Context: an optimization exercise on an open-source flow, tuned for small area, a short achievable clock period and few clock cycles per item. The choices shown serve that exercise and are no tape-out recipe. Only simulation tests tie the RTL to the original design; equivalence was not proved. No activity file was given, so power comes from the tool's default toggle rates.

--- flow/config.mk ---
export PLATFORM = sky130hd
export DESIGN_NAME = tcp_synack_reply_builder
export DESIGN_NICKNAME = tcp_synack_reply_builder
export VERILOG_FILES = /design/flow/design.v
export SDC_FILE = /design/flow/constraint.sdc
export NUM_CORES = 4
export LEC_CHECK = 0
export ABC_AREA = 0
export CAP_MARGIN = 20
export CORE_MARGIN = 2
export CORE_UTILIZATION = 40
export SETUP_SLACK_MARGIN = 3.8
export SLEW_MARGIN = 20
--- flow/constraint.sdc ---
create_clock -name core_clock -period 8.0 [get_ports {clk}]
set_input_delay 1.6000 -clock core_clock [delete_from_list [all_inputs] [get_ports {clk}]]
set_output_delay 1.6000 -clock core_clock [all_outputs]
set_load 0.01 [all_outputs]
--- flow/design.v ---
module tcp_synack_reply_builder (
  input  logic         clk,
  input  logic         rst,
  input  logic         in_valid,
  output logic         in_stall,
  input  logic [271:0] in_data,
  output logic         out_valid,
  input  logic         out_stall,
  output logic [256:0] out_data,
  input  logic         psel,
  input  logic         penable,
  input  logic         pwrite,
  input  logic [2:0]   paddr,
  input  logic [31:0]  pwdata,
  output logic [31:0]  prdata,
  output logic         pready
);
  function automatic logic [15:0] eac_add(input logic [15:0] x, input logic [15:0] y);
    logic [15:0] g, p, gg, pp, c;
    logic cin;
    g = x & y; p = x ^ y; gg = g; pp = p;
    for (int l = 0; l < 4; l++)
      for (int i = 0; i < 16; i++)
        if ((i >> l) & 1) begin
          gg[i] = gg[i] | (pp[i] & gg[((i >> l) << l) - 1]);
          pp[i] = pp[i] & pp[((i >> l) << l) - 1];
        end
    cin = gg[15];
    c[0] = cin;
    for (int i = 1; i < 16; i++) c[i] = gg[i-1] | (pp[i-1] & cin);
    eac_add = p ^ c;
  endfunction
  function automatic logic [15:0] eac_add0(input logic [15:0] x, input logic [15:0] y);
    logic [15:0] g, p, gg, pp, c;
    logic cin;
    g = x & y; p = x ^ y; gg = g; pp = p;
    for (int l = 0; l < 4; l++)
      for (int i = 0; i < 16; i++)
        if ((i >> l) & 1) begin
          gg[i] = gg[i] | (pp[i] & gg[((i >> l) << l) - 1]);
          pp[i] = pp[i] & pp[((i >> l) << l) - 1];
        end
    cin = gg[15] | pp[15];
    c[0] = cin;
    for (int i = 1; i < 16; i++) c[i] = gg[i-1] | (pp[i-1] & cin);
    eac_add0 = p ^ c;
  endfunction
  function automatic logic [15:0] eac_add0_ks(input logic [15:0] x, input logic [15:0] y);
    logic [15:0] p, gg, pp, g2, p2;
    p = x ^ y; gg = x & y; pp = p;
    for (int l = 0; l < 4; l++) begin
      for (int i = 0; i < 16; i++) begin
        g2[i] = gg[i] | (pp[i] & gg[(i + 16 - (1 << l)) % 16]);
        p2[i] = pp[i] & pp[(i + 16 - (1 << l)) % 16];
      end
      gg = g2; pp = p2;
    end
    for (int i = 0; i < 16; i++) eac_add0_ks[i] = p[i] ^ (gg[(i + 15) % 16] | pp[(i + 15) % 16]);
  endfunction
  function automatic logic [15:0] eac_add_ks(input logic [15:0] x, input logic [15:0] y);
    logic [15:0] p, gg, pp, g2, p2;
    p = x ^ y; gg = x & y; pp = p;
    for (int l = 0; l < 4; l++) begin
      for (int i = 0; i < 16; i++) begin
        g2[i] = gg[i] | (pp[i] & gg[(i + 16 - (1 << l)) % 16]);
        p2[i] = pp[i] & pp[(i + 16 - (1 << l)) % 16];
      end
      gg = g2; pp = p2;
    end
    for (int i = 0; i < 16; i++) eac_add_ks[i] = p[i] ^ gg[(i + 15) % 16];
  endfunction
  logic [15:0] local_port;
  logic [15:0] server_port;
  logic        wr_en;
  assign pready = 1'b1;
  assign wr_en  = psel && penable && pwrite;
  assign prdata = {16'd0, paddr[2] ? server_port : local_port};
  always_ff @(posedge clk) begin
    if (rst) begin
      local_port  <= 16'd0;
      server_port <= 16'd80;
    end else if (wr_en) begin
      if (paddr[2]) server_port <= pwdata[15:0];
      else          local_port  <= pwdata[15:0];
    end
  end
  localparam logic [15:0] TcpK = 16'h502B;
  localparam logic [15:0] CfgWRst = 16'h507B;   
  logic [15:0] cfg_o, cfg_u, cfg_v, cfg_m, cfg_w;
  assign cfg_o = paddr[2] ? local_port : server_port;
  assign cfg_u = pwdata[15:0] ^ cfg_o ^ TcpK;
  assign cfg_m = (pwdata[15:0] & cfg_o) | (pwdata[15:0] & TcpK) | (cfg_o & TcpK);
  assign cfg_v = {cfg_m[14:0], cfg_m[15]};
  always_ff @(posedge clk) begin
    if (rst)        cfg_w <= CfgWRst;
    else if (wr_en) cfg_w <= eac_add_ks(cfg_u, cfg_v);
  end
  logic [47:0] dmac, smac;
  logic [15:0] etype, dport;
  logic [7:0]  proto, flags;
  logic [31:0] sip, dip, seq_in, ack_in;
  assign {dmac, smac, etype, proto, sip, dip, dport, seq_in, ack_in, flags} = in_data;
  logic [15:0] sip_hi, sip_lo, dip_hi, dip_lo, ack_hi, ack_lo, seq_hi, seq_lo;
  assign {sip_hi, sip_lo} = sip;
  assign {dip_hi, dip_lo} = dip;
  assign {ack_hi, ack_lo} = ack_in;
  assign {seq_hi, seq_lo} = seq_in;
  logic match;
  assign match = (etype == 16'h0800) && (proto == 8'h06) && (dport == local_port) &&
                 (flags[5:0] == 6'h12);
  logic [31:0] ack_next;
  assign ack_next = seq_in + 32'd1;
  logic seq_wrap;
  assign seq_wrap = &seq_in;
  logic [15:0] sh_s, sh_m;
  assign sh_s[0] = sip_hi[0] ^ sip_lo[0] ^ dip_hi[0];
  assign sh_m[0] = (sip_hi[0] & sip_lo[0]) | (sip_hi[0] & dip_hi[0]) | (sip_lo[0] & dip_hi[0]);
  assign sh_s[1] = sip_hi[1] ^ sip_lo[1] ^ dip_hi[1];
  assign sh_m[1] = (sip_hi[1] & sip_lo[1]) | (sip_hi[1] & dip_hi[1]) | (sip_lo[1] & dip_hi[1]);
  assign sh_s[2] = sip_hi[2] ^ sip_lo[2] ^ dip_hi[2];
  assign sh_m[2] = (sip_hi[2] & sip_lo[2]) | (sip_hi[2] & dip_hi[2]) | (sip_lo[2] & dip_hi[2]);
  assign sh_s[3] = sip_hi[3] ^ sip_lo[3] ^ dip_hi[3];
  assign sh_m[3] = (sip_hi[3] & sip_lo[3]) | (sip_hi[3] & dip_hi[3]) | (sip_lo[3] & dip_hi[3]);
  assign sh_s[4] = sip_hi[4] ^ sip_lo[4] ^ dip_hi[4];
  assign sh_m[4] = (sip_hi[4] & sip_lo[4]) | (sip_hi[4] & dip_hi[4]) | (sip_lo[4] & dip_hi[4]);
  assign sh_s[5] = sip_hi[5] ^ sip_lo[5] ^ dip_hi[5];
  assign sh_m[5] = (sip_hi[5] & sip_lo[5]) | (sip_hi[5] & dip_hi[5]) | (sip_lo[5] & dip_hi[5]);
  assign sh_s[6] = sip_hi[6] ^ sip_lo[6] ^ dip_hi[6];
  assign sh_m[6] = (sip_hi[6] & sip_lo[6]) | (sip_hi[6] & dip_hi[6]) | (sip_lo[6] & dip_hi[6]);
  assign sh_s[7] = sip_hi[7] ^ sip_lo[7] ^ dip_hi[7];
  assign sh_m[7] = (sip_hi[7] & sip_lo[7]) | (sip_hi[7] & dip_hi[7]) | (sip_lo[7] & dip_hi[7]);
  assign sh_s[8] = sip_hi[8] ^ sip_lo[8] ^ dip_hi[8];
  assign sh_m[8] = (sip_hi[8] & sip_lo[8]) | (sip_hi[8] & dip_hi[8]) | (sip_lo[8] & dip_hi[8]);
  assign sh_s[9] = sip_hi[9] ^ sip_lo[9] ^ dip_hi[9];
  assign sh_m[9] = (sip_hi[9] & sip_lo[9]) | (sip_hi[9] & dip_hi[9]) | (sip_lo[9] & dip_hi[9]);
  assign sh_s[10] = sip_hi[10] ^ sip_lo[10] ^ dip_hi[10];
  assign sh_m[10] = (sip_hi[10] & sip_lo[10]) | (sip_hi[10] & dip_hi[10]) | (sip_lo[10] & dip_hi[10]);
  assign sh_s[11] = sip_hi[11] ^ sip_lo[11] ^ dip_hi[11];
  assign sh_m[11] = (sip_hi[11] & sip_lo[11]) | (sip_hi[11] & dip_hi[11]) | (sip_lo[11] & dip_hi[11]);
  assign sh_s[12] = sip_hi[12] ^ sip_lo[12] ^ dip_hi[12];
  assign sh_m[12] = (sip_hi[12] & sip_lo[12]) | (sip_hi[12] & dip_hi[12]) | (sip_lo[12] & dip_hi[12]);
  assign sh_s[13] = sip_hi[13] ^ sip_lo[13] ^ dip_hi[13];
  assign sh_m[13] = (sip_hi[13] & sip_lo[13]) | (sip_hi[13] & dip_hi[13]) | (sip_lo[13] & dip_hi[13]);
  assign sh_s[14] = sip_hi[14] ^ sip_lo[14] ^ dip_hi[14];
  assign sh_m[14] = (sip_hi[14] & sip_lo[14]) | (sip_hi[14] & dip_hi[14]) | (sip_lo[14] & dip_hi[14]);
  assign sh_s[15] = sip_hi[15] ^ sip_lo[15] ^ dip_hi[15];
  assign sh_m[15] = (sip_hi[15] & sip_lo[15]) | (sip_hi[15] & dip_hi[15]) | (sip_lo[15] & dip_hi[15]);
  logic ip_s1, ip_c2;
  logic ip_s3, ip_c4;
  logic ip_s5, ip_c6;
  logic ip_s7, ip_c8;
  logic ip_s9, ip_c10;
  logic ip_s11, ip_c12;
  logic ip_s13, ip_c14;
  logic ip_s15, ip_c16;
  logic ip_s17, ip_c18;
  logic ip_s19, ip_c20;
  logic ip_s21, ip_c22;
  logic ip_s23, ip_c24;
  logic ip_s25, ip_c26;
  logic ip_s27, ip_c28;
  logic ip_s29, ip_c30;
  logic ip_s31, ip_c32;
  logic ip_s33, ip_c34;
  logic ip_s35, ip_c36;
  logic ip_s37, ip_c38;
  logic ip_s39, ip_c40;
  logic ip_s41, ip_c42;
  logic ip_s43, ip_c44;
  logic ip_s45, ip_c46;
  logic ip_s47, ip_c48;
  logic ip_s49, ip_c50;
  logic ip_s51, ip_c52;
  logic ip_s53, ip_c54;
  logic ip_s55, ip_c56;
  logic ip_s57, ip_c58;
  logic ip_s59, ip_c60;
  logic ip_s61, ip_c62;
  logic ip_s63, ip_c64;
  logic tcp_s65, tcp_c66;
  logic tcp_s67, tcp_c68;
  logic tcp_s69, tcp_c70;
  logic tcp_s71, tcp_c72;
  logic tcp_s73, tcp_c74;
  logic tcp_s75, tcp_c76;
  logic tcp_s77, tcp_c78;
  logic tcp_s79, tcp_c80;
  logic tcp_s81, tcp_c82;
  logic tcp_s83, tcp_c84;
  logic tcp_s85, tcp_c86;
  logic tcp_s87, tcp_c88;
  logic tcp_s89, tcp_c90;
  logic tcp_s91, tcp_c92;
  logic tcp_s93, tcp_c94;
  logic tcp_s95, tcp_c96;
  logic tcp_s97, tcp_c98;
  logic tcp_s99, tcp_c100;
  logic tcp_s101, tcp_c102;
  logic tcp_s103, tcp_c104;
  logic tcp_s105, tcp_c106;
  logic tcp_s107, tcp_c108;
  logic tcp_s109, tcp_c110;
  logic tcp_s111, tcp_c112;
  logic tcp_s113, tcp_c114;
  logic tcp_s115, tcp_c116;
  logic tcp_s117, tcp_c118;
  logic tcp_s119, tcp_c120;
  logic tcp_s121, tcp_c122;
  logic tcp_s123, tcp_c124;
  logic tcp_s125, tcp_c126;
  logic tcp_s127, tcp_c128;
  logic tcp_s129, tcp_c130;
  logic tcp_s131, tcp_c132;
  logic tcp_s133, tcp_c134;
  logic tcp_s135, tcp_c136;
  logic tcp_s137, tcp_c138;
  logic tcp_s139, tcp_c140;
  logic tcp_s141, tcp_c142;
  logic tcp_s143, tcp_c144;
  logic tcp_s145, tcp_c146;
  logic tcp_s147, tcp_c148;
  logic tcp_s149, tcp_c150;
  logic tcp_s151, tcp_c152;
  logic tcp_s153, tcp_c154;
  logic tcp_s155, tcp_c156;
  logic tcp_s157, tcp_c158;
  logic tcp_s159, tcp_c160;
  logic tcp_s161, tcp_c162;
  logic tcp_s163, tcp_c164;
  logic tcp_s165, tcp_c166;
  logic tcp_s167, tcp_c168;
  logic tcp_s169, tcp_c170;
  logic tcp_s171, tcp_c172;
  logic tcp_s173, tcp_c174;
  logic tcp_s175, tcp_c176;
  logic tcp_s177, tcp_c178;
  logic tcp_s179, tcp_c180;
  logic tcp_s181, tcp_c182;
  logic tcp_s183, tcp_c184;
  logic tcp_s185, tcp_c186;
  logic tcp_s187, tcp_c188;
  logic tcp_s189, tcp_c190;
  logic tcp_s191, tcp_c192;
  logic tcp_s193, tcp_c194;
  logic tcp_s195, tcp_c196;
  logic tcp_s197, tcp_c198;
  logic tcp_s199, tcp_c200;
  logic tcp_s201, tcp_c202;
  logic tcp_s203, tcp_c204;
  logic tcp_s205, tcp_c206;
  logic tcp_s207, tcp_c208;
  logic tcp_s209, tcp_c210;
  logic tcp_s211, tcp_c212;
  logic tcp_s213, tcp_c214;
  logic tcp_s215, tcp_c216;
  logic tcp_s217, tcp_c218;
  logic tcp_s219, tcp_c220;
  logic tcp_s221, tcp_c222;
  logic tcp_s223, tcp_c224;
  logic tcp_s225, tcp_c226;
  logic tcp_s227, tcp_c228;
  logic tcp_s229, tcp_c230;
  logic tcp_s231, tcp_c232;
  logic tcp_s233, tcp_c234;
  logic tcp_s235, tcp_c236;
  logic tcp_s237, tcp_c238;
  logic tcp_s239, tcp_c240;
  logic tcp_s241, tcp_c242;
  logic tcp_s243, tcp_c244;
  logic tcp_s245, tcp_c246;
  logic tcp_s247, tcp_c248;
  logic tcp_s249, tcp_c250;
  logic tcp_s251, tcp_c252;
  logic tcp_s253, tcp_c254;
  logic tcp_s255, tcp_c256;
  assign ip_s1 = 1'b1 ^ dip_lo[0] ^ sh_s[0];
  assign ip_c2 = (1'b1 & dip_lo[0]) | (1'b1 & sh_s[0]) | (dip_lo[0] & sh_s[0]);
  assign ip_s3 = 1'b1 ^ dip_lo[1] ^ sh_s[1];
  assign ip_c4 = (1'b1 & dip_lo[1]) | (1'b1 & sh_s[1]) | (dip_lo[1] & sh_s[1]);
  assign ip_s5 = 1'b1 ^ dip_lo[2] ^ sh_s[2];
  assign ip_c6 = (1'b1 & dip_lo[2]) | (1'b1 & sh_s[2]) | (dip_lo[2] & sh_s[2]);
  assign ip_s7 = 1'b1 ^ dip_lo[3] ^ sh_s[3];
  assign ip_c8 = (1'b1 & dip_lo[3]) | (1'b1 & sh_s[3]) | (dip_lo[3] & sh_s[3]);
  assign ip_s9 = 1'b0 ^ dip_lo[4] ^ sh_s[4];
  assign ip_c10 = (1'b0 & dip_lo[4]) | (1'b0 & sh_s[4]) | (dip_lo[4] & sh_s[4]);
  assign ip_s11 = 1'b1 ^ dip_lo[5] ^ sh_s[5];
  assign ip_c12 = (1'b1 & dip_lo[5]) | (1'b1 & sh_s[5]) | (dip_lo[5] & sh_s[5]);
  assign ip_s13 = 1'b0 ^ dip_lo[6] ^ sh_s[6];
  assign ip_c14 = (1'b0 & dip_lo[6]) | (1'b0 & sh_s[6]) | (dip_lo[6] & sh_s[6]);
  assign ip_s15 = 1'b0 ^ dip_lo[7] ^ sh_s[7];
  assign ip_c16 = (1'b0 & dip_lo[7]) | (1'b0 & sh_s[7]) | (dip_lo[7] & sh_s[7]);
  assign ip_s17 = 1'b0 ^ dip_lo[8] ^ sh_s[8];
  assign ip_c18 = (1'b0 & dip_lo[8]) | (1'b0 & sh_s[8]) | (dip_lo[8] & sh_s[8]);
  assign ip_s19 = 1'b0 ^ dip_lo[9] ^ sh_s[9];
  assign ip_c20 = (1'b0 & dip_lo[9]) | (1'b0 & sh_s[9]) | (dip_lo[9] & sh_s[9]);
  assign ip_s21 = 1'b1 ^ dip_lo[10] ^ sh_s[10];
  assign ip_c22 = (1'b1 & dip_lo[10]) | (1'b1 & sh_s[10]) | (dip_lo[10] & sh_s[10]);
  assign ip_s23 = 1'b0 ^ dip_lo[11] ^ sh_s[11];
  assign ip_c24 = (1'b0 & dip_lo[11]) | (1'b0 & sh_s[11]) | (dip_lo[11] & sh_s[11]);
  assign ip_s25 = 1'b0 ^ dip_lo[12] ^ sh_s[12];
  assign ip_c26 = (1'b0 & dip_lo[12]) | (1'b0 & sh_s[12]) | (dip_lo[12] & sh_s[12]);
  assign ip_s27 = 1'b0 ^ dip_lo[13] ^ sh_s[13];
  assign ip_c28 = (1'b0 & dip_lo[13]) | (1'b0 & sh_s[13]) | (dip_lo[13] & sh_s[13]);
  assign ip_s29 = 1'b1 ^ dip_lo[14] ^ sh_s[14];
  assign ip_c30 = (1'b1 & dip_lo[14]) | (1'b1 & sh_s[14]) | (dip_lo[14] & sh_s[14]);
  assign ip_s31 = 1'b0 ^ dip_lo[15] ^ sh_s[15];
  assign ip_c32 = (1'b0 & dip_lo[15]) | (1'b0 & sh_s[15]) | (dip_lo[15] & sh_s[15]);
  assign ip_s33 = sh_m[15] ^ ip_s1 ^ ip_c32;
  assign ip_c34 = (sh_m[15] & ip_s1) | (sh_m[15] & ip_c32) | (ip_s1 & ip_c32);
  assign ip_s35 = sh_m[0] ^ ip_c2 ^ ip_s3;
  assign ip_c36 = (sh_m[0] & ip_c2) | (sh_m[0] & ip_s3) | (ip_c2 & ip_s3);
  assign ip_s37 = sh_m[1] ^ ip_c4 ^ ip_s5;
  assign ip_c38 = (sh_m[1] & ip_c4) | (sh_m[1] & ip_s5) | (ip_c4 & ip_s5);
  assign ip_s39 = sh_m[2] ^ ip_c6 ^ ip_s7;
  assign ip_c40 = (sh_m[2] & ip_c6) | (sh_m[2] & ip_s7) | (ip_c6 & ip_s7);
  assign ip_s41 = sh_m[3] ^ ip_c8 ^ ip_s9;
  assign ip_c42 = (sh_m[3] & ip_c8) | (sh_m[3] & ip_s9) | (ip_c8 & ip_s9);
  assign ip_s43 = sh_m[4] ^ ip_c10 ^ ip_s11;
  assign ip_c44 = (sh_m[4] & ip_c10) | (sh_m[4] & ip_s11) | (ip_c10 & ip_s11);
  assign ip_s45 = sh_m[5] ^ ip_c12 ^ ip_s13;
  assign ip_c46 = (sh_m[5] & ip_c12) | (sh_m[5] & ip_s13) | (ip_c12 & ip_s13);
  assign ip_s47 = sh_m[6] ^ ip_c14 ^ ip_s15;
  assign ip_c48 = (sh_m[6] & ip_c14) | (sh_m[6] & ip_s15) | (ip_c14 & ip_s15);
  assign ip_s49 = sh_m[7] ^ ip_c16 ^ ip_s17;
  assign ip_c50 = (sh_m[7] & ip_c16) | (sh_m[7] & ip_s17) | (ip_c16 & ip_s17);
  assign ip_s51 = sh_m[8] ^ ip_c18 ^ ip_s19;
  assign ip_c52 = (sh_m[8] & ip_c18) | (sh_m[8] & ip_s19) | (ip_c18 & ip_s19);
  assign ip_s53 = sh_m[9] ^ ip_c20 ^ ip_s21;
  assign ip_c54 = (sh_m[9] & ip_c20) | (sh_m[9] & ip_s21) | (ip_c20 & ip_s21);
  assign ip_s55 = sh_m[10] ^ ip_c22 ^ ip_s23;
  assign ip_c56 = (sh_m[10] & ip_c22) | (sh_m[10] & ip_s23) | (ip_c22 & ip_s23);
  assign ip_s57 = sh_m[11] ^ ip_c24 ^ ip_s25;
  assign ip_c58 = (sh_m[11] & ip_c24) | (sh_m[11] & ip_s25) | (ip_c24 & ip_s25);
  assign ip_s59 = sh_m[12] ^ ip_c26 ^ ip_s27;
  assign ip_c60 = (sh_m[12] & ip_c26) | (sh_m[12] & ip_s27) | (ip_c26 & ip_s27);
  assign ip_s61 = sh_m[13] ^ ip_c28 ^ ip_s29;
  assign ip_c62 = (sh_m[13] & ip_c28) | (sh_m[13] & ip_s29) | (ip_c28 & ip_s29);
  assign ip_s63 = sh_m[14] ^ ip_c30 ^ ip_s31;
  assign ip_c64 = (sh_m[14] & ip_c30) | (sh_m[14] & ip_s31) | (ip_c30 & ip_s31);
  assign tcp_s65 = cfg_w[0] ^ dip_lo[0] ^ ack_hi[0];
  assign tcp_c66 = (cfg_w[0] & dip_lo[0]) | (cfg_w[0] & ack_hi[0]) | (dip_lo[0] & ack_hi[0]);
  assign tcp_s67 = ack_lo[0] ^ seq_hi[0] ^ seq_lo[0];
  assign tcp_c68 = (ack_lo[0] & seq_hi[0]) | (ack_lo[0] & seq_lo[0]) | (seq_hi[0] & seq_lo[0]);
  assign tcp_s69 = cfg_w[1] ^ dip_lo[1] ^ ack_hi[1];
  assign tcp_c70 = (cfg_w[1] & dip_lo[1]) | (cfg_w[1] & ack_hi[1]) | (dip_lo[1] & ack_hi[1]);
  assign tcp_s71 = ack_lo[1] ^ seq_hi[1] ^ seq_lo[1];
  assign tcp_c72 = (ack_lo[1] & seq_hi[1]) | (ack_lo[1] & seq_lo[1]) | (seq_hi[1] & seq_lo[1]);
  assign tcp_s73 = cfg_w[2] ^ dip_lo[2] ^ ack_hi[2];
  assign tcp_c74 = (cfg_w[2] & dip_lo[2]) | (cfg_w[2] & ack_hi[2]) | (dip_lo[2] & ack_hi[2]);
  assign tcp_s75 = ack_lo[2] ^ seq_hi[2] ^ seq_lo[2];
  assign tcp_c76 = (ack_lo[2] & seq_hi[2]) | (ack_lo[2] & seq_lo[2]) | (seq_hi[2] & seq_lo[2]);
  assign tcp_s77 = cfg_w[3] ^ dip_lo[3] ^ ack_hi[3];
  assign tcp_c78 = (cfg_w[3] & dip_lo[3]) | (cfg_w[3] & ack_hi[3]) | (dip_lo[3] & ack_hi[3]);
  assign tcp_s79 = ack_lo[3] ^ seq_hi[3] ^ seq_lo[3];
  assign tcp_c80 = (ack_lo[3] & seq_hi[3]) | (ack_lo[3] & seq_lo[3]) | (seq_hi[3] & seq_lo[3]);
  assign tcp_s81 = cfg_w[4] ^ dip_lo[4] ^ ack_hi[4];
  assign tcp_c82 = (cfg_w[4] & dip_lo[4]) | (cfg_w[4] & ack_hi[4]) | (dip_lo[4] & ack_hi[4]);
  assign tcp_s83 = ack_lo[4] ^ seq_hi[4] ^ seq_lo[4];
  assign tcp_c84 = (ack_lo[4] & seq_hi[4]) | (ack_lo[4] & seq_lo[4]) | (seq_hi[4] & seq_lo[4]);
  assign tcp_s85 = cfg_w[5] ^ dip_lo[5] ^ ack_hi[5];
  assign tcp_c86 = (cfg_w[5] & dip_lo[5]) | (cfg_w[5] & ack_hi[5]) | (dip_lo[5] & ack_hi[5]);
  assign tcp_s87 = ack_lo[5] ^ seq_hi[5] ^ seq_lo[5];
  assign tcp_c88 = (ack_lo[5] & seq_hi[5]) | (ack_lo[5] & seq_lo[5]) | (seq_hi[5] & seq_lo[5]);
  assign tcp_s89 = cfg_w[6] ^ dip_lo[6] ^ ack_hi[6];
  assign tcp_c90 = (cfg_w[6] & dip_lo[6]) | (cfg_w[6] & ack_hi[6]) | (dip_lo[6] & ack_hi[6]);
  assign tcp_s91 = ack_lo[6] ^ seq_hi[6] ^ seq_lo[6];
  assign tcp_c92 = (ack_lo[6] & seq_hi[6]) | (ack_lo[6] & seq_lo[6]) | (seq_hi[6] & seq_lo[6]);
  assign tcp_s93 = cfg_w[7] ^ dip_lo[7] ^ ack_hi[7];
  assign tcp_c94 = (cfg_w[7] & dip_lo[7]) | (cfg_w[7] & ack_hi[7]) | (dip_lo[7] & ack_hi[7]);
  assign tcp_s95 = ack_lo[7] ^ seq_hi[7] ^ seq_lo[7];
  assign tcp_c96 = (ack_lo[7] & seq_hi[7]) | (ack_lo[7] & seq_lo[7]) | (seq_hi[7] & seq_lo[7]);
  assign tcp_s97 = cfg_w[8] ^ dip_lo[8] ^ ack_hi[8];
  assign tcp_c98 = (cfg_w[8] & dip_lo[8]) | (cfg_w[8] & ack_hi[8]) | (dip_lo[8] & ack_hi[8]);
  assign tcp_s99 = ack_lo[8] ^ seq_hi[8] ^ seq_lo[8];
  assign tcp_c100 = (ack_lo[8] & seq_hi[8]) | (ack_lo[8] & seq_lo[8]) | (seq_hi[8] & seq_lo[8]);
  assign tcp_s101 = cfg_w[9] ^ dip_lo[9] ^ ack_hi[9];
  assign tcp_c102 = (cfg_w[9] & dip_lo[9]) | (cfg_w[9] & ack_hi[9]) | (dip_lo[9] & ack_hi[9]);
  assign tcp_s103 = ack_lo[9] ^ seq_hi[9] ^ seq_lo[9];
  assign tcp_c104 = (ack_lo[9] & seq_hi[9]) | (ack_lo[9] & seq_lo[9]) | (seq_hi[9] & seq_lo[9]);
  assign tcp_s105 = cfg_w[10] ^ dip_lo[10] ^ ack_hi[10];
  assign tcp_c106 = (cfg_w[10] & dip_lo[10]) | (cfg_w[10] & ack_hi[10]) | (dip_lo[10] & ack_hi[10]);
  assign tcp_s107 = ack_lo[10] ^ seq_hi[10] ^ seq_lo[10];
  assign tcp_c108 = (ack_lo[10] & seq_hi[10]) | (ack_lo[10] & seq_lo[10]) | (seq_hi[10] & seq_lo[10]);
  assign tcp_s109 = cfg_w[11] ^ dip_lo[11] ^ ack_hi[11];
  assign tcp_c110 = (cfg_w[11] & dip_lo[11]) | (cfg_w[11] & ack_hi[11]) | (dip_lo[11] & ack_hi[11]);
  assign tcp_s111 = ack_lo[11] ^ seq_hi[11] ^ seq_lo[11];
  assign tcp_c112 = (ack_lo[11] & seq_hi[11]) | (ack_lo[11] & seq_lo[11]) | (seq_hi[11] & seq_lo[11]);
  assign tcp_s113 = cfg_w[12] ^ dip_lo[12] ^ ack_hi[12];
  assign tcp_c114 = (cfg_w[12] & dip_lo[12]) | (cfg_w[12] & ack_hi[12]) | (dip_lo[12] & ack_hi[12]);
  assign tcp_s115 = ack_lo[12] ^ seq_hi[12] ^ seq_lo[12];
  assign tcp_c116 = (ack_lo[12] & seq_hi[12]) | (ack_lo[12] & seq_lo[12]) | (seq_hi[12] & seq_lo[12]);
  assign tcp_s117 = cfg_w[13] ^ dip_lo[13] ^ ack_hi[13];
  assign tcp_c118 = (cfg_w[13] & dip_lo[13]) | (cfg_w[13] & ack_hi[13]) | (dip_lo[13] & ack_hi[13]);
  assign tcp_s119 = ack_lo[13] ^ seq_hi[13] ^ seq_lo[13];
  assign tcp_c120 = (ack_lo[13] & seq_hi[13]) | (ack_lo[13] & seq_lo[13]) | (seq_hi[13] & seq_lo[13]);
  assign tcp_s121 = cfg_w[14] ^ dip_lo[14] ^ ack_hi[14];
  assign tcp_c122 = (cfg_w[14] & dip_lo[14]) | (cfg_w[14] & ack_hi[14]) | (dip_lo[14] & ack_hi[14]);
  assign tcp_s123 = ack_lo[14] ^ seq_hi[14] ^ seq_lo[14];
  assign tcp_c124 = (ack_lo[14] & seq_hi[14]) | (ack_lo[14] & seq_lo[14]) | (seq_hi[14] & seq_lo[14]);
  assign tcp_s125 = cfg_w[15] ^ dip_lo[15] ^ ack_hi[15];
  assign tcp_c126 = (cfg_w[15] & dip_lo[15]) | (cfg_w[15] & ack_hi[15]) | (dip_lo[15] & ack_hi[15]);
  assign tcp_s127 = ack_lo[15] ^ seq_hi[15] ^ seq_lo[15];
  assign tcp_c128 = (ack_lo[15] & seq_hi[15]) | (ack_lo[15] & seq_lo[15]) | (seq_hi[15] & seq_lo[15]);
  assign tcp_s129 = sh_s[0] ^ sh_m[15] ^ tcp_s65;
  assign tcp_c130 = (sh_s[0] & sh_m[15]) | (sh_s[0] & tcp_s65) | (sh_m[15] & tcp_s65);
  assign tcp_s131 = tcp_s67 ^ tcp_c126 ^ tcp_c128;
  assign tcp_c132 = (tcp_s67 & tcp_c126) | (tcp_s67 & tcp_c128) | (tcp_c126 & tcp_c128);
  assign tcp_s133 = sh_s[1] ^ sh_m[0] ^ tcp_c66;
  assign tcp_c134 = (sh_s[1] & sh_m[0]) | (sh_s[1] & tcp_c66) | (sh_m[0] & tcp_c66);
  assign tcp_s135 = tcp_c68 ^ tcp_s69 ^ tcp_s71;
  assign tcp_c136 = (tcp_c68 & tcp_s69) | (tcp_c68 & tcp_s71) | (tcp_s69 & tcp_s71);
  assign tcp_s137 = sh_s[2] ^ sh_m[1] ^ tcp_c70;
  assign tcp_c138 = (sh_s[2] & sh_m[1]) | (sh_s[2] & tcp_c70) | (sh_m[1] & tcp_c70);
  assign tcp_s139 = tcp_c72 ^ tcp_s73 ^ tcp_s75;
  assign tcp_c140 = (tcp_c72 & tcp_s73) | (tcp_c72 & tcp_s75) | (tcp_s73 & tcp_s75);
  assign tcp_s141 = sh_s[3] ^ sh_m[2] ^ tcp_c74;
  assign tcp_c142 = (sh_s[3] & sh_m[2]) | (sh_s[3] & tcp_c74) | (sh_m[2] & tcp_c74);
  assign tcp_s143 = tcp_c76 ^ tcp_s77 ^ tcp_s79;
  assign tcp_c144 = (tcp_c76 & tcp_s77) | (tcp_c76 & tcp_s79) | (tcp_s77 & tcp_s79);
  assign tcp_s145 = sh_s[4] ^ sh_m[3] ^ tcp_c78;
  assign tcp_c146 = (sh_s[4] & sh_m[3]) | (sh_s[4] & tcp_c78) | (sh_m[3] & tcp_c78);
  assign tcp_s147 = tcp_c80 ^ tcp_s81 ^ tcp_s83;
  assign tcp_c148 = (tcp_c80 & tcp_s81) | (tcp_c80 & tcp_s83) | (tcp_s81 & tcp_s83);
  assign tcp_s149 = sh_s[5] ^ sh_m[4] ^ tcp_c82;
  assign tcp_c150 = (sh_s[5] & sh_m[4]) | (sh_s[5] & tcp_c82) | (sh_m[4] & tcp_c82);
  assign tcp_s151 = tcp_c84 ^ tcp_s85 ^ tcp_s87;
  assign tcp_c152 = (tcp_c84 & tcp_s85) | (tcp_c84 & tcp_s87) | (tcp_s85 & tcp_s87);
  assign tcp_s153 = sh_s[6] ^ sh_m[5] ^ tcp_c86;
  assign tcp_c154 = (sh_s[6] & sh_m[5]) | (sh_s[6] & tcp_c86) | (sh_m[5] & tcp_c86);
  assign tcp_s155 = tcp_c88 ^ tcp_s89 ^ tcp_s91;
  assign tcp_c156 = (tcp_c88 & tcp_s89) | (tcp_c88 & tcp_s91) | (tcp_s89 & tcp_s91);
  assign tcp_s157 = sh_s[7] ^ sh_m[6] ^ tcp_c90;
  assign tcp_c158 = (sh_s[7] & sh_m[6]) | (sh_s[7] & tcp_c90) | (sh_m[6] & tcp_c90);
  assign tcp_s159 = tcp_c92 ^ tcp_s93 ^ tcp_s95;
  assign tcp_c160 = (tcp_c92 & tcp_s93) | (tcp_c92 & tcp_s95) | (tcp_s93 & tcp_s95);
  assign tcp_s161 = sh_s[8] ^ sh_m[7] ^ tcp_c94;
  assign tcp_c162 = (sh_s[8] & sh_m[7]) | (sh_s[8] & tcp_c94) | (sh_m[7] & tcp_c94);
  assign tcp_s163 = tcp_c96 ^ tcp_s97 ^ tcp_s99;
  assign tcp_c164 = (tcp_c96 & tcp_s97) | (tcp_c96 & tcp_s99) | (tcp_s97 & tcp_s99);
  assign tcp_s165 = sh_s[9] ^ sh_m[8] ^ tcp_c98;
  assign tcp_c166 = (sh_s[9] & sh_m[8]) | (sh_s[9] & tcp_c98) | (sh_m[8] & tcp_c98);
  assign tcp_s167 = tcp_c100 ^ tcp_s101 ^ tcp_s103;
  assign tcp_c168 = (tcp_c100 & tcp_s101) | (tcp_c100 & tcp_s103) | (tcp_s101 & tcp_s103);
  assign tcp_s169 = sh_s[10] ^ sh_m[9] ^ tcp_c102;
  assign tcp_c170 = (sh_s[10] & sh_m[9]) | (sh_s[10] & tcp_c102) | (sh_m[9] & tcp_c102);
  assign tcp_s171 = tcp_c104 ^ tcp_s105 ^ tcp_s107;
  assign tcp_c172 = (tcp_c104 & tcp_s105) | (tcp_c104 & tcp_s107) | (tcp_s105 & tcp_s107);
  assign tcp_s173 = sh_s[11] ^ sh_m[10] ^ tcp_c106;
  assign tcp_c174 = (sh_s[11] & sh_m[10]) | (sh_s[11] & tcp_c106) | (sh_m[10] & tcp_c106);
  assign tcp_s175 = tcp_c108 ^ tcp_s109 ^ tcp_s111;
  assign tcp_c176 = (tcp_c108 & tcp_s109) | (tcp_c108 & tcp_s111) | (tcp_s109 & tcp_s111);
  assign tcp_s177 = sh_s[12] ^ sh_m[11] ^ tcp_c110;
  assign tcp_c178 = (sh_s[12] & sh_m[11]) | (sh_s[12] & tcp_c110) | (sh_m[11] & tcp_c110);
  assign tcp_s179 = tcp_c112 ^ tcp_s113 ^ tcp_s115;
  assign tcp_c180 = (tcp_c112 & tcp_s113) | (tcp_c112 & tcp_s115) | (tcp_s113 & tcp_s115);
  assign tcp_s181 = sh_s[13] ^ sh_m[12] ^ tcp_c114;
  assign tcp_c182 = (sh_s[13] & sh_m[12]) | (sh_s[13] & tcp_c114) | (sh_m[12] & tcp_c114);
  assign tcp_s183 = tcp_c116 ^ tcp_s117 ^ tcp_s119;
  assign tcp_c184 = (tcp_c116 & tcp_s117) | (tcp_c116 & tcp_s119) | (tcp_s117 & tcp_s119);
  assign tcp_s185 = sh_s[14] ^ sh_m[13] ^ tcp_c118;
  assign tcp_c186 = (sh_s[14] & sh_m[13]) | (sh_s[14] & tcp_c118) | (sh_m[13] & tcp_c118);
  assign tcp_s187 = tcp_c120 ^ tcp_s121 ^ tcp_s123;
  assign tcp_c188 = (tcp_c120 & tcp_s121) | (tcp_c120 & tcp_s123) | (tcp_s121 & tcp_s123);
  assign tcp_s189 = sh_s[15] ^ sh_m[14] ^ tcp_c122;
  assign tcp_c190 = (sh_s[15] & sh_m[14]) | (sh_s[15] & tcp_c122) | (sh_m[14] & tcp_c122);
  assign tcp_s191 = tcp_c124 ^ tcp_s125 ^ tcp_s127;
  assign tcp_c192 = (tcp_c124 & tcp_s125) | (tcp_c124 & tcp_s127) | (tcp_s125 & tcp_s127);
  assign tcp_s193 = tcp_s129 ^ tcp_s131 ^ tcp_c190;
  assign tcp_c194 = (tcp_s129 & tcp_s131) | (tcp_s129 & tcp_c190) | (tcp_s131 & tcp_c190);
  assign tcp_s195 = tcp_c130 ^ tcp_c132 ^ tcp_s133;
  assign tcp_c196 = (tcp_c130 & tcp_c132) | (tcp_c130 & tcp_s133) | (tcp_c132 & tcp_s133);
  assign tcp_s197 = tcp_c134 ^ tcp_c136 ^ tcp_s137;
  assign tcp_c198 = (tcp_c134 & tcp_c136) | (tcp_c134 & tcp_s137) | (tcp_c136 & tcp_s137);
  assign tcp_s199 = tcp_c138 ^ tcp_c140 ^ tcp_s141;
  assign tcp_c200 = (tcp_c138 & tcp_c140) | (tcp_c138 & tcp_s141) | (tcp_c140 & tcp_s141);
  assign tcp_s201 = tcp_c142 ^ tcp_c144 ^ tcp_s145;
  assign tcp_c202 = (tcp_c142 & tcp_c144) | (tcp_c142 & tcp_s145) | (tcp_c144 & tcp_s145);
  assign tcp_s203 = tcp_c146 ^ tcp_c148 ^ tcp_s149;
  assign tcp_c204 = (tcp_c146 & tcp_c148) | (tcp_c146 & tcp_s149) | (tcp_c148 & tcp_s149);
  assign tcp_s205 = tcp_c150 ^ tcp_c152 ^ tcp_s153;
  assign tcp_c206 = (tcp_c150 & tcp_c152) | (tcp_c150 & tcp_s153) | (tcp_c152 & tcp_s153);
  assign tcp_s207 = tcp_c154 ^ tcp_c156 ^ tcp_s157;
  assign tcp_c208 = (tcp_c154 & tcp_c156) | (tcp_c154 & tcp_s157) | (tcp_c156 & tcp_s157);
  assign tcp_s209 = tcp_c158 ^ tcp_c160 ^ tcp_s161;
  assign tcp_c210 = (tcp_c158 & tcp_c160) | (tcp_c158 & tcp_s161) | (tcp_c160 & tcp_s161);
  assign tcp_s211 = tcp_c162 ^ tcp_c164 ^ tcp_s165;
  assign tcp_c212 = (tcp_c162 & tcp_c164) | (tcp_c162 & tcp_s165) | (tcp_c164 & tcp_s165);
  assign tcp_s213 = tcp_c166 ^ tcp_c168 ^ tcp_s169;
  assign tcp_c214 = (tcp_c166 & tcp_c168) | (tcp_c166 & tcp_s169) | (tcp_c168 & tcp_s169);
  assign tcp_s215 = tcp_c170 ^ tcp_c172 ^ tcp_s173;
  assign tcp_c216 = (tcp_c170 & tcp_c172) | (tcp_c170 & tcp_s173) | (tcp_c172 & tcp_s173);
  assign tcp_s217 = tcp_c174 ^ tcp_c176 ^ tcp_s177;
  assign tcp_c218 = (tcp_c174 & tcp_c176) | (tcp_c174 & tcp_s177) | (tcp_c176 & tcp_s177);
  assign tcp_s219 = tcp_c178 ^ tcp_c180 ^ tcp_s181;
  assign tcp_c220 = (tcp_c178 & tcp_c180) | (tcp_c178 & tcp_s181) | (tcp_c180 & tcp_s181);
  assign tcp_s221 = tcp_c182 ^ tcp_c184 ^ tcp_s185;
  assign tcp_c222 = (tcp_c182 & tcp_c184) | (tcp_c182 & tcp_s185) | (tcp_c184 & tcp_s185);
  assign tcp_s223 = tcp_c186 ^ tcp_c188 ^ tcp_s189;
  assign tcp_c224 = (tcp_c186 & tcp_c188) | (tcp_c186 & tcp_s189) | (tcp_c188 & tcp_s189);
  assign tcp_s225 = tcp_c192 ^ tcp_s193 ^ tcp_c224;
  assign tcp_c226 = (tcp_c192 & tcp_s193) | (tcp_c192 & tcp_c224) | (tcp_s193 & tcp_c224);
  assign tcp_s227 = tcp_s135 ^ tcp_c194 ^ tcp_s195;
  assign tcp_c228 = (tcp_s135 & tcp_c194) | (tcp_s135 & tcp_s195) | (tcp_c194 & tcp_s195);
  assign tcp_s229 = tcp_s139 ^ tcp_c196 ^ tcp_s197;
  assign tcp_c230 = (tcp_s139 & tcp_c196) | (tcp_s139 & tcp_s197) | (tcp_c196 & tcp_s197);
  assign tcp_s231 = tcp_s143 ^ tcp_c198 ^ tcp_s199;
  assign tcp_c232 = (tcp_s143 & tcp_c198) | (tcp_s143 & tcp_s199) | (tcp_c198 & tcp_s199);
  assign tcp_s233 = tcp_s147 ^ tcp_c200 ^ tcp_s201;
  assign tcp_c234 = (tcp_s147 & tcp_c200) | (tcp_s147 & tcp_s201) | (tcp_c200 & tcp_s201);
  assign tcp_s235 = tcp_s151 ^ tcp_c202 ^ tcp_s203;
  assign tcp_c236 = (tcp_s151 & tcp_c202) | (tcp_s151 & tcp_s203) | (tcp_c202 & tcp_s203);
  assign tcp_s237 = tcp_s155 ^ tcp_c204 ^ tcp_s205;
  assign tcp_c238 = (tcp_s155 & tcp_c204) | (tcp_s155 & tcp_s205) | (tcp_c204 & tcp_s205);
  assign tcp_s239 = tcp_s159 ^ tcp_c206 ^ tcp_s207;
  assign tcp_c240 = (tcp_s159 & tcp_c206) | (tcp_s159 & tcp_s207) | (tcp_c206 & tcp_s207);
  assign tcp_s241 = tcp_s163 ^ tcp_c208 ^ tcp_s209;
  assign tcp_c242 = (tcp_s163 & tcp_c208) | (tcp_s163 & tcp_s209) | (tcp_c208 & tcp_s209);
  assign tcp_s243 = tcp_s167 ^ tcp_c210 ^ tcp_s211;
  assign tcp_c244 = (tcp_s167 & tcp_c210) | (tcp_s167 & tcp_s211) | (tcp_c210 & tcp_s211);
  assign tcp_s245 = tcp_s171 ^ tcp_c212 ^ tcp_s213;
  assign tcp_c246 = (tcp_s171 & tcp_c212) | (tcp_s171 & tcp_s213) | (tcp_c212 & tcp_s213);
  assign tcp_s247 = tcp_s175 ^ tcp_c214 ^ tcp_s215;
  assign tcp_c248 = (tcp_s175 & tcp_c214) | (tcp_s175 & tcp_s215) | (tcp_c214 & tcp_s215);
  assign tcp_s249 = tcp_s179 ^ tcp_c216 ^ tcp_s217;
  assign tcp_c250 = (tcp_s179 & tcp_c216) | (tcp_s179 & tcp_s217) | (tcp_c216 & tcp_s217);
  assign tcp_s251 = tcp_s183 ^ tcp_c218 ^ tcp_s219;
  assign tcp_c252 = (tcp_s183 & tcp_c218) | (tcp_s183 & tcp_s219) | (tcp_c218 & tcp_s219);
  assign tcp_s253 = tcp_s187 ^ tcp_c220 ^ tcp_s221;
  assign tcp_c254 = (tcp_s187 & tcp_c220) | (tcp_s187 & tcp_s221) | (tcp_c220 & tcp_s221);
  assign tcp_s255 = tcp_s191 ^ tcp_c222 ^ tcp_s223;
  assign tcp_c256 = (tcp_s191 & tcp_c222) | (tcp_s191 & tcp_s223) | (tcp_c222 & tcp_s223);
  logic [15:0] ip_a, ip_b, tcp_a, tcp_b;
  assign ip_a = {ip_c62, ip_c60, ip_c58, ip_c56, ip_c54, ip_c52, ip_c50, ip_c48, ip_c46, ip_c44, ip_c42, ip_c40, ip_c38, ip_c36, ip_c34, ip_s33};
  assign ip_b = {ip_s63, ip_s61, ip_s59, ip_s57, ip_s55, ip_s53, ip_s51, ip_s49, ip_s47, ip_s45, ip_s43, ip_s41, ip_s39, ip_s37, ip_s35, ip_c64};
  assign tcp_a = {tcp_c254, tcp_c252, tcp_c250, tcp_c248, tcp_c246, tcp_c244, tcp_c242, tcp_c240, tcp_c238, tcp_c236, tcp_c234, tcp_c232, tcp_c230, tcp_c228, tcp_c226, tcp_s225};
  assign tcp_b = {tcp_s255, tcp_s253, tcp_s251, tcp_s249, tcp_s247, tcp_s245, tcp_s243, tcp_s241, tcp_s239, tcp_s237, tcp_s235, tcp_s233, tcp_s231, tcp_s229, tcp_s227, tcp_c256};
  logic [15:0] tcp_x, tcp_y, tcp_hs, tcp_hc;
  assign tcp_x  = ~tcp_a;
  assign tcp_y  = ~tcp_b;
  assign tcp_hs = tcp_x ^ tcp_y ^ {15'd0, seq_wrap};
  assign tcp_hc = (tcp_x & tcp_y) | ({15'd0, seq_wrap} & (tcp_x ^ tcp_y));
  logic [15:0] ipx, ipy, tcx, tcy, ip_bs, tcp_bs;
  logic [3:0] ip_bc, tcp_bc;
  assign ipx = ~ip_a;
  assign ipy = ~ip_b;
  assign tcx = ~tcp_a;
  assign tcy = ~tcp_b;
  assign {ip_bc[0], ip_bs[3:0]} = {1'b0, ipx[3:0]} + {1'b0, ipy[3:0]};
  assign {ip_bc[1], ip_bs[7:4]} = {1'b0, ipx[7:4]} + {1'b0, ipy[7:4]};
  assign {ip_bc[2], ip_bs[11:8]} = {1'b0, ipx[11:8]} + {1'b0, ipy[11:8]};
  assign {ip_bc[3], ip_bs[15:12]} = {1'b0, ipx[15:12]} + {1'b0, ipy[15:12]};
  localparam int W = 1 + 48 + 48 + 32 + 32 + 32 + 32 + 20 + 32;
  logic         ld;
  logic [W-1:0] nxt, q;
  assign ld       = !out_valid || !out_stall;
  assign in_stall = !ld;
  assign nxt = {1'b1, smac, dmac, dip, sip, ack_in, ack_next, ip_bs, ip_bc, tcp_hs, {tcp_hc[14:0], tcp_hc[15]}};
  always_ff @(posedge clk) begin
    if (rst)     out_valid <= 1'b0;
    else if (ld) out_valid <= in_valid;
  end
  logic ld_m, hold;
  logic [W-1:0] q_d;
  assign ld_m = ld && match;
  assign hold = !ld;
  assign q_d = (nxt & {W{ld_m}}) | (q & {W{hold}});
  always_ff @(posedge clk) begin
    q <= q_d;
  end
  logic        q_send;
  logic [47:0] q_dmac, q_smac;
  logic [31:0] q_sip, q_dip, q_seq, q_ack;
  logic [15:0] q_ips, q_tcps, q_ipc, q_tcpc;
  logic [3:0] q_ipbc, q_tcpbc;
  assign {q_send, q_dmac, q_smac, q_sip, q_dip, q_seq, q_ack, q_ips, q_ipbc, q_tcps, q_tcpc} = q;
  assign q_tcpbc = '0;
  assign q_ipc = {1'b0, 1'b0, 1'b0, q_ipbc[2], 1'b0, 1'b0, 1'b0, q_ipbc[1], 1'b0, 1'b0, 1'b0, q_ipbc[0], 1'b0, 1'b0, 1'b0, q_ipbc[3]};
  assign out_data = {q_send, q_dmac, q_smac, q_sip, q_dip, eac_add0_ks(q_ips, q_ipc),
                     q_seq, q_ack, eac_add0_ks(q_tcps, q_tcpc)};
endmodule
--- flow/flow/run.sh ---
#!/bin/bash
# Standard ORFS layout (the standard.sh), with the port buffers that
# buffer_ports inserts made sky130_fd_sc_hd__buf_1 instead of its default pick.
set -uo pipefail
bash standard.sh BUFFER_PORTS_ARGS="-buffer_cell sky130_fd_sc_hd__buf_1" finish > standard_make.log 2>&1
status=$?
tail -50 standard_make.log
exit $status
--- flow/standard.sh ---
#!/bin/bash
# synth_recipe.tcl (not shown) runs the flow's synth.tcl, then flattens the netlist and writes it again
# the make line also repeats each setting of config.mk as NAME=value (left out here)
make -C /OpenROAD-flow-scripts/flow DESIGN_CONFIG=/design/flow/config.mk WORK_HOME=/design/flow/orfs CLKGATE_MAP_FILE= SYNTH_SCRIPT=/design/flow/synth_recipe.tcl "${@:-finish}"
==> out/metrics.json, run 1 <==
{
  "power_and_ir_drop": {
    "share_seq_of_total_power": 0.336,
    "ir_drop_mv": 0.1314,
    "leakagePower_uw": 0.009854,
    "power_consumption_uw": 4886,
    "clock_power_share": 0.388,
    "internal_power_uw": 3312,
    "p_comb_frac": 0.276,
    "switching_power_uw": 1574,
    "power_per_cell_area_mw_per_mm2": 204.6,
    "sw_frac_of_total": 0.3222
  },
  "sta": {
    "setup_ws_ps": 3815,
    "finalSetupTns_ps": 0,
    "final_hold_viol_count": 0,
    "slew_hr": 0.2832,
    "hold_slack_ps": 440.7,
    "fmaxAchievable_ghz": 0.2390,
    "rsz0062_at_grt": "true",
    "layout_min_cycle_time_ps": 4185,
    "finalSetupViolations": 0,
    "slew_viol_final": 0,
    "worst_pin_slew_ps": 1075,
    "period_share": 0.5231,
    "worst_clk_skew_ps": 17.12
  },
  "synth": {
    "synth_mux_area_frac": 0.01691,
    "syn_area_mm2": 0.02153,
    "synth.distinct_cells": 68,
    "synth_top_cells_by_count": "584 x nand2_1, 325 x dfxtp_1, 259 x inv_1, 243 x buf_4, 142 x o21ai_1",
    "yosys_register_bits": 326,
    "synthXorXnorAreaFrac": 0.03336,
    "synth_largest_type_area_fraction": 0.3022,
    "synth_seq_area_share": 0.3036,
    "synth_area_leaders": "dfxtp_1 30%, fa_1 12%, nand2_1 10%",
    "async_set_or_reset_register_ratio_after_synthesis": 0,
    "synth_compound_area_frac": 0.1429,
    "synth_simple_gate_area_share": 0.1614,
    "syn_avg_cell_area_um2": 8.191,
    "syn-instance-count": 2628,
    "synth_edf_count": 1,
    "yosys_warnings": 1,
    "yosys_most_used_dff": "dfxtp_1",
    "yosys.area.top_type": "dfxtp_1",
    "post_synthesis_share_of_cell_area_spent_on_full_adders_half_adders_and_majority_gates": 0.1818,
    "yosys.cell_count.top_type": "nand2_1",
    "synth_top_family_by_area": "adder cells"
  },
  "setup_path": {
    "reg_to_reg_startpoint": "cfg_w[0]$_SDFFE_PP1P_",
    "cp_common_cell": "fa_1",
    "cp_slowest_cell": "fa_1",
    "critical-path-max-stage-delay_ps": 550,
    "critical_path.n_buffers_inverters": 4,
    "worst_setup_path_start_kind": "input port",
    "critical_path_arrival_ps": 4620,
    "timing.setup.critical_path_class": "in2reg",
    "cp_cell_sequence": "buf_1, inv_1, fa_1, inv_1, fa_1, fa_1, fa_1, inv_1, ha_1, nand2_1, o21ai_0",
    "worstPathRequired_ps": 8440,
    "critical_path.endpoint_type": "flip-flop",
    "path_max_fanout": 2,
    "cp-startpoint": "in_data[94]",
    "delay_heaviest_family_cp": "adder cells"
  },
  "global_route": {
    "groute.layer.met1.usage": 0.3013,
    "antenna_found_initial": 3,
    "grt_first_pass_wirelength_mm": 105.7,
    "grt_pass1_vias": 17880,
    "grt_use_met2": 0.4339,
    "grt-busiest-layer": "met2",
    "gr-usage-met3": 0.04798,
    "grt_start_max_net_pins": 98,
    "gr-usage-all-layers": 0.2455,
    "grt-ovfl-total": 0
  },
  "floorplan": {
    "die_height_um": 236.0,
    "rows": 85,
    "die_span_x_um": 236.0,
    "design.core.area_mm2": 0.05350,
    "effective_utilization_at_floorplan": 0.4024,
    "ports": 606,
    "die-area_mm2": 0.05569
  },
  "place": {
    "count_of_input_and_output_buffers": 568,
    "routabilityCongestion": 0.9326,
    "dp_worst_setup_slack_ps": 3007,
    "detailedPlacementHpwl_mm": 56.08
  },
  "drt": {
    "avgViaCountPerCell": 5.113,
    "route.detailed.drc": 0,
    "via_count": 18480,
    "drt_first_pass_iters": 5,
    "initial_drc_count": 1241,
    "drt-wirelength-per-cell_um": 19.68,
    "antenna_violating_nets_post_route": 0,
    "wirelength_mm": 71.13
  },
  "final_layout": {
    "layout.nets": 3436,
    "utilization": 0.4465,
    "post_route_cells_drive_above_1_share": 0.06308,
    "areaGrowthSynthToFinish_pct": 10.96,
    "final.fill_count": 5428
  },
  "outcome": {
    "run_status": "no timing/DRC/antenna violations"
  },
  "clock_network": {
    "clk_transition_reported_paths_ps": 60,
    "cts_tree": "built",
    "clock_sinks": 326,
    "cts-htree-levels": 2,
    "max-clock-path-buffers": 3,
    "cts-buffers-inserted": 40,
    "clockRootBuffer": "clkbuf_16",
    "clkLatencyLatePin_ps": 570
  },
  "run": {
    "drv_cap": 0
  },
  "min_path": {
    "worst_hold_path_type": "reg2reg",
    "hold_path_startpoint": "q[228]$_DFF_P_"
  }
}
-- registers in the layout, summed over array words and instances (netlist names), named ones only --
register     cells
out_valid        1
q              276
cfg_w           16
server_port     16
local_port      16
-- final timing paths --
path	cells past startpoint	end	slack (ps)
max	11	q[23]$_DFF_P_	3820
min	2	q[228]$_DFF_P_	440
max reg2reg	10	q[16]$_DFF_P_	4740
min reg2reg	2	q[228]$_DFF_P_	440
-- cell usage in the layout (no fill, tap or decap), types with 6 or more instances in the layout --
master / n
ha_2: 8
buf_1: 558
o211ai_1: 19
clkbuf_2: 7
clkbuf_8: 9
ha_4: 7
a22o_1: 13
clkbuf_1: 8
xor2_1: 44
clkbuf_16: 41
nor2_1: 36
nor4b_1: 7
mux2i_1: 6
a32oi_1: 7
xnor2_1: 37
nor3_1: 25
fa_1: 130
inv_1: 259
o21ai_1: 150
o31ai_1: 81
mux2_2: 27
a21o_1: 9
nor4_1: 24
ha_1: 85
conb_1: 17
dfxtp_1: 325
nand4_1: 34
a21oi_2: 8
nand2_1: 582
nand3_1: 32
o21ai_0: 81
nor2_2: 12
buf_4: 13
a211oi_1: 7
a21oi_1: 90
-- area by class of cell --
| class | instances | area (um^2) | share of cell area |
|---|---|---|---|
| multi-input combinational | 1680 | 11890 | 0.4978 |
| inverter | 260 | 983.4 | 0.04117 |
| timing repair buffer | 581 | 2251 | 0.09424 |
| tap | 696 | 870.8 | 0.03646 |
| antenna | 2 | 5.005 | 0.0002095 |
| clock inverter | 13 | 182.7 | 0.007648 |
| clock buffer | 57 | 1166 | 0.04882 |
| sequential | 326 | 6536 | 0.2737 |
-- routing by layer --
| layer | vias up | routed length (um) |
|---|---|---|
| met5 | - | 23 |
| met4 | 4 | 2011 |
| met3 | 105 | 4713 |
| met2 | 648 | 35460 |
| met1 | 8790 | 28930 |
| li1 | 8937 | - |
-- kinds of logic (layout without fill, tap and decap cells) --
group,after synthesis,count (layout)
compound gates,513,513
xor+xnor,82,82
fa+ha+maj,233,233
buf+inv,637,911
flops,326,326
mux,33,33
other cells,2,19
simple gates,802,802
-- power groups by stage --
stage	clock, uW	sequential [uW]	combinational, uW
floorplan	0	1670	917
global placement	0	1670	1320
detailed placement	0	1680	1340
CTS	1950	1640	1360
global route	2010	1640	1550
finish	1900	1640	1350
-- metrics by stage --
stage,instances,cell area (um^2)
finish,3615,23890
global route,3613,23880
CTS,3613,23680
detailed placement,3542,22260
global placement,3542,22260
floorplan,2643,21610
-- what timing repair did --
action / CTS / global route
gates cloned: 0 / 0
buffers inserted: 1 / 0
resized for setup: 28 / 55
pin swaps: 1 / 3
hold buffers: 0 / 0
endpoints found under the setup margin: 48 / 32
-- worst register-to-register path, stage by stage (launching register included) --
cell and delay [ps]:
dfxtp_1 330, fa_1 490, inv_1 60, fa_1 570
inv_1 70, fa_1 470, fa_1 490, inv_1 50
fa_1 480, nand2_1 50, o21ai_1 130
Testbench counts, summed over its fixed seeds: cycles 9,608, items 9,600.
==> run 2: changes to the inputs <==
--- a/flow/config.mk
+++ b/flow/config.mk
@@ -9,5 +9,5 @@
 export CAP_MARGIN = 20
 export CORE_MARGIN = 2
 export CORE_UTILIZATION = 40
-export SETUP_SLACK_MARGIN = 3.8
+export SETUP_SLACK_MARGIN = 3.9
 export SLEW_MARGIN = 20
==> out/metrics.json, run 2 <==
{
  "drt": {
    "via_count": {"value": 18640, "change": "+0.85%"},
    "avgViaCountPerCell": {"value": 5.148, "change": "+0.68%"},
    "antenna_violating_nets_post_route": {"value": 0, "change": "unchanged"},
    "drt-wirelength-per-cell": {"value": 19.93, "unit": "um", "change": "+1.3%"},
    "route.detailed.drc": {"value": 0, "change": "unchanged"},
    "initial_drc_count": {"value": 1133, "change": "-8.7%"},
    "drt_first_pass_iters": {"value": 6, "change": "+1"},
    "wirelength": {"value": 72.18, "unit": "mm", "change": "+1.5%"}
  },
  "sta": {
    "slew_hr": {"value": 0.2963, "change": "+0.01309"},
    "period_share": {"value": 0.5085, "change": "-0.01460"},
    "fmaxAchievable": {"value": 0.2458, "unit": "GHz", "change": "+2.9%"},
    "finalSetupViolations": {"value": 0, "change": "unchanged"},
    "setup_ws": {"value": 3932, "unit": "ps", "change": "+116.8 ps"},
    "final_hold_viol_count": {"value": 0, "change": "unchanged"},
    "slew_viol_final": {"value": 0, "change": "unchanged"},
    "rsz0062_at_grt": "true",
    "finalSetupTns": {"value": 0, "unit": "ps", "change": "unchanged"},
    "hold_slack": {"value": 439.8, "unit": "ps", "change": "-0.9630 ps"},
    "worst_clk_skew": {"value": 19.33, "unit": "ps", "change": "+2.214 ps"},
    "layout_min_cycle_time": {"value": 4068, "unit": "ps", "change": "-116.8 ps"},
    "worst_pin_slew": {"value": 1056, "unit": "ps", "change": "-19.64 ps"}
  },
  "synth": {
    "syn-instance-count": {"value": 2628, "change": "unchanged"},
    "yosys_warnings": {"value": 1, "change": "unchanged"},
    "async_set_or_reset_register_ratio_after_synthesis": {"value": 0, "change": "unchanged"},
    "synth_seq_area_share": {"value": 0.3036, "change": "unchanged"},
    "synth_area_leaders": "dfxtp_1 30%, fa_1 12%, nand2_1 10%",
    "synth_largest_type_area_fraction": {"value": 0.3022, "change": "unchanged"},
    "syn_avg_cell_area": {"value": 8.191, "unit": "um^2", "change": "unchanged"},
    "synth.distinct_cells": {"value": 68, "change": "unchanged"},
    "synth_edf_count": {"value": 1, "change": "unchanged"},
    "yosys_most_used_dff": "dfxtp_1",
    "yosys.cell_count.top_type": "nand2_1",
    "syn_area": {"value": 0.02153, "unit": "mm^2", "change": "unchanged"},
    "synth_top_cells_by_count": "584 x nand2_1, 325 x dfxtp_1, 259 x inv_1, 243 x buf_4, 142 x o21ai_1",
    "yosys.area.top_type": "dfxtp_1",
    "yosys_register_bits": {"value": 326, "change": "unchanged"}
  },
  "setup_path": {
    "timing.setup.critical_path_class": "in2reg",
    "ff2ff_setup_slack": {"value": 4830, "unit": "ps", "change": "+90 ps"},
    "cp_cell_sequence": "buf_2, fa_1, inv_1, fa_1, inv_2, fa_2, fa_1, inv_1, fa_1, nand2_1, o21ai_1",
    "worstPathRequired": {"value": 8500, "unit": "ps", "change": "+60 ps"},
    "worst_setup_path_start_kind": "input port",
    "crit_path_end": "q[16]$_DFF_P_",
    "cp-startpoint": "in_data[88]",
    "critical-path-max-stage-delay": {"value": 540, "unit": "ps", "change": "about the same"},
    "critical_path.n_buffers_inverters": {"value": 4, "change": "unchanged"},
    "cp_common_cell": "fa_1",
    "critical_path.reg2reg.endpoint": "q[16]$_DFF_P_",
    "critical_path_arrival": {"value": 4560, "unit": "ps", "change": "-60 ps"},
    "delay_heaviest_family_cp": "adder cells",
    "reg_to_reg_startpoint": "cfg_w[0]$_SDFFE_PP1P_",
    "depth_of_the_critical_timing_path_with_buffers_and_inverters_included": {"value": 11, "change": "unchanged"},
    "critical_path.endpoint_type": "flip-flop",
    "r2r.worst_path.cells": {"value": 10, "change": "unchanged"},
    "cp_slowest_cell": "fa_1",
    "path_max_fanout": {"value": 2, "change": "unchanged"}
  },
  "final_layout": {
    "post_route_cells_drive_above_1_share": {"value": 0.08137, "change": "+0.01829"},
    "area_taken_by_multi_input_logic_gates": {"value": 0.01215, "unit": "mm^2", "change": "+2.2%"},
    "layout.nets": {"value": 3440, "change": "+0.12%"},
    "antennaDiodeCount": {"value": 0, "change": "-2"},
    "largest_reg_flops": {"value": 276, "change": "unchanged"},
    "top_register": "q",
    "utilization": {"value": 0.4524, "change": "+0.005871"},
    "seqCellArea": {"value": 0.006545, "unit": "mm^2", "change": "+0.13%"},
    "final_design_area_no_fill": {"value": 0.02420, "unit": "mm^2", "change": "+1.3%"},
    "final.fill_count": {"value": 5371, "change": "-1.1%"},
    "areaGrowthSynthToFinish_pct": 12.42,
    "most-common-layout-cells": "577 x nand2_1, 551 x buf_1, 320 x dfxtp_1, 254 x inv_1, 167 x o21ai_1",
    "layout.cells.most_common": "nand2_1"
  },
  "place": {
    "count_of_input_and_output_buffers": {"value": 568, "change": "unchanged"},
    "detailedPlacementHpwl": {"value": 56.68, "unit": "mm", "change": "+1.1%"},
    "detailed_place.area": {"value": 0.02233, "unit": "mm^2", "change": "+0.32%"},
    "routabilityCongestion": {"value": 0.9562, "change": "+2.5%"},
    "dp_worst_setup_slack": {"value": 2931, "unit": "ps", "change": "-75.74 ps"}
  },
  "min_path": {
    "worst_hold_path_type": "reg2reg"
  },
  "run": {
    "drv_cap": {"value": 0, "change": "unchanged"}
  },
  "clock_network": {
    "hold_buffers": {"value": 0, "change": "unchanged"},
    "clock_sinks": {"value": 326, "change": "unchanged"},
    "clkLatencyLatePin": {"value": 580, "unit": "ps", "change": "about the same"},
    "cts-htree-levels": {"value": 2, "change": "unchanged"},
    "cts-buffers-inserted": {"value": 41, "change": "+2.5%"},
    "clk_transition_reported_paths": {"value": 60, "unit": "ps", "change": "about the same"},
    "cts_tree": "built",
    "max-clock-path-buffers": {"value": 3, "change": "unchanged"},
    "clockRootBuffer": "clkbuf_16"
  },
  "floorplan": {
    "rows": {"value": 85, "change": "unchanged"},
    "design.core.area": {"value": 0.05350, "unit": "mm^2", "change": "unchanged"},
    "effective_utilization_at_floorplan": {"value": 0.4024, "change": "unchanged"},
    "die_height": {"value": 236.0, "unit": "um", "change": "unchanged"},
    "ports": {"value": 606, "change": "unchanged"},
    "die-area": {"value": 0.05569, "unit": "mm^2", "change": "unchanged"},
    "die_span_x": {"value": 236.0, "unit": "um", "change": "unchanged"}
  },
  "global_route": {
    "gr-usage-all-layers": {"value": 0.2512, "change": "+0.005713"},
    "grt_first_pass_wirelength": {"value": 107.9, "unit": "mm", "change": "+2.1%"},
    "grt_start_max_net_pins": {"value": 95, "change": "-3.1%"},
    "gr-usage-met3": {"value": 0.04693, "change": "-0.001053"},
    "grt-busiest-layer": "met2",
    "grt_pass1_vias": {"value": 18130, "change": "+1.4%"},
    "grt_use_met2": {"value": 0.4429, "change": "+0.009028"},
    "groute.layer.met1.usage": {"value": 0.3085, "change": "+0.007172"},
    "antenna_found_initial": {"value": 5, "change": "+2"},
    "grt-ovfl-total": {"value": 0, "change": "unchanged"}
  },
  "outcome": {
    "run_status": "no timing/DRC/antenna violations"
  },
  "power_and_ir_drop": {
    "leakagePower": {"value": 0.009894, "unit": "uW", "change": "+0.41%"},
    "power_per_cell_area": {"value": 200.8, "unit": "mW/mm^2", "change": "-1.8%"},
    "ir_drop": {"value": 0.1337, "unit": "mV", "change": "+1.8%"}
  }
}
-- run 2: cell counts after synthesis --
Identical to the previous run, type by type.
-- run 2: timing repair --
action,CTS,global route
endpoints found under the setup margin,61,43
resized for setup,66,83
setup buffers,0,2
pin swaps,5,20
endpoints found under the hold margin,0,0
-- run 2: layout make-up --
type | count | area share
inverters | 260 | 0.04095
flip-flops and latches | 326 | 0.2705
clock buffers | 63 | 0.05077
well taps | 696 | 0.03599
clock inverters | 12 | 0.005429
multi-input cells | 1680 | 0.5021
repair buffers | 584 | 0.09431
-- run 2: cell families after synthesis --
logic type	Yosys count	synth area share
AND/OR/NAND/NOR	802	0.1614
buffers and inverters	637	0.1597
AO/OA/AOI/OAI	513	0.1429
flip-flops	326	0.3036
adder cells (fa/ha/maj)	233	0.1818
XOR/XNOR	82	0.03336
multiplexers	33	0.01691
other	2	0.0003489
-- run 2: worst min-delay path by stage --
stage | start | to | slack (ps) | depth (start not counted)
after floorplan | q[100]$_DFF_P_ | q[100]$_DFF_P_ | 430 | 2
after global placement | q[208]$_DFF_P_ | q[208]$_DFF_P_ | 430 | 2
after detailed placement | q[265]$_DFF_P_ | q[265]$_DFF_P_ | 440 | 2
after CTS | q[259]$_DFF_P_ | q[259]$_DFF_P_ | 440 | 2
after global routing | q[246]$_DFF_P_ | q[246]$_DFF_P_ | 460 | 2
final | q[260]$_DFF_P_ | q[260]$_DFF_P_ | 440 | 2
-- run 2: layer usage --
layer	wire [um]	part of all wire
met1	29720	0.41
met4	2370	0.033
met5	74	0.0010
met3	4519	0.063
met2	35500	0.49
-- run 2: worst min-delay path, stage by stage (launching register included) --
cell	delay, ps
dfxtp_1	310
nand2_1	50
o21ai_1	50
-- run 2: power breakdown --
part	total, uW	switching (uW)	internal, uW
logic	1350	813	538
clock network	1870	771	1100
registers	1640	7.12	1630
total	4860	1590	3270
-- run 2: stage by stage --
stage,total power [uW],std cells
2_1_floorplan,2594,2643
3_3_place_gp,2989,3544
3_5_place_dp,3011,3544
5_1_grt,5173,3621
4_1_cts,4901,3619
6_report,4859,3621

re-timing with driven ports:
The results above use ideal ports. As a check the final layouts listed here were re-extracted and re-timed, cells and wires unchanged.
Step 1 assumes that a clkbuf_16 drives the clock port and a buf_2 every other input.
Step 2 adds t to the input delays and takes it off the output delays; t is the mean of the earliest and latest rising clock arrival at the registers after step 1. Input paths then give back, and output paths get back, about the clock's delay inside the block.
Slacks: ideal ports / drivers / drivers and shift; pairs: ideal ports / drivers.
run	t, ns	setup slack, ns	slew at the worst register clock pin (ns)	cell pins on the clock port's net
run 1	0.620	3.815 / 3.802 / 3.227	0.07 / 0.07	1
run 2	0.632	3.932 / 3.910 / 3.339	0.07 / 0.07	1
After both steps every run listed still meets setup and hold. For run 2, which loses most, drivers alone change the setup slack by -0.022 ns; drivers and shift together by -0.593 ns.
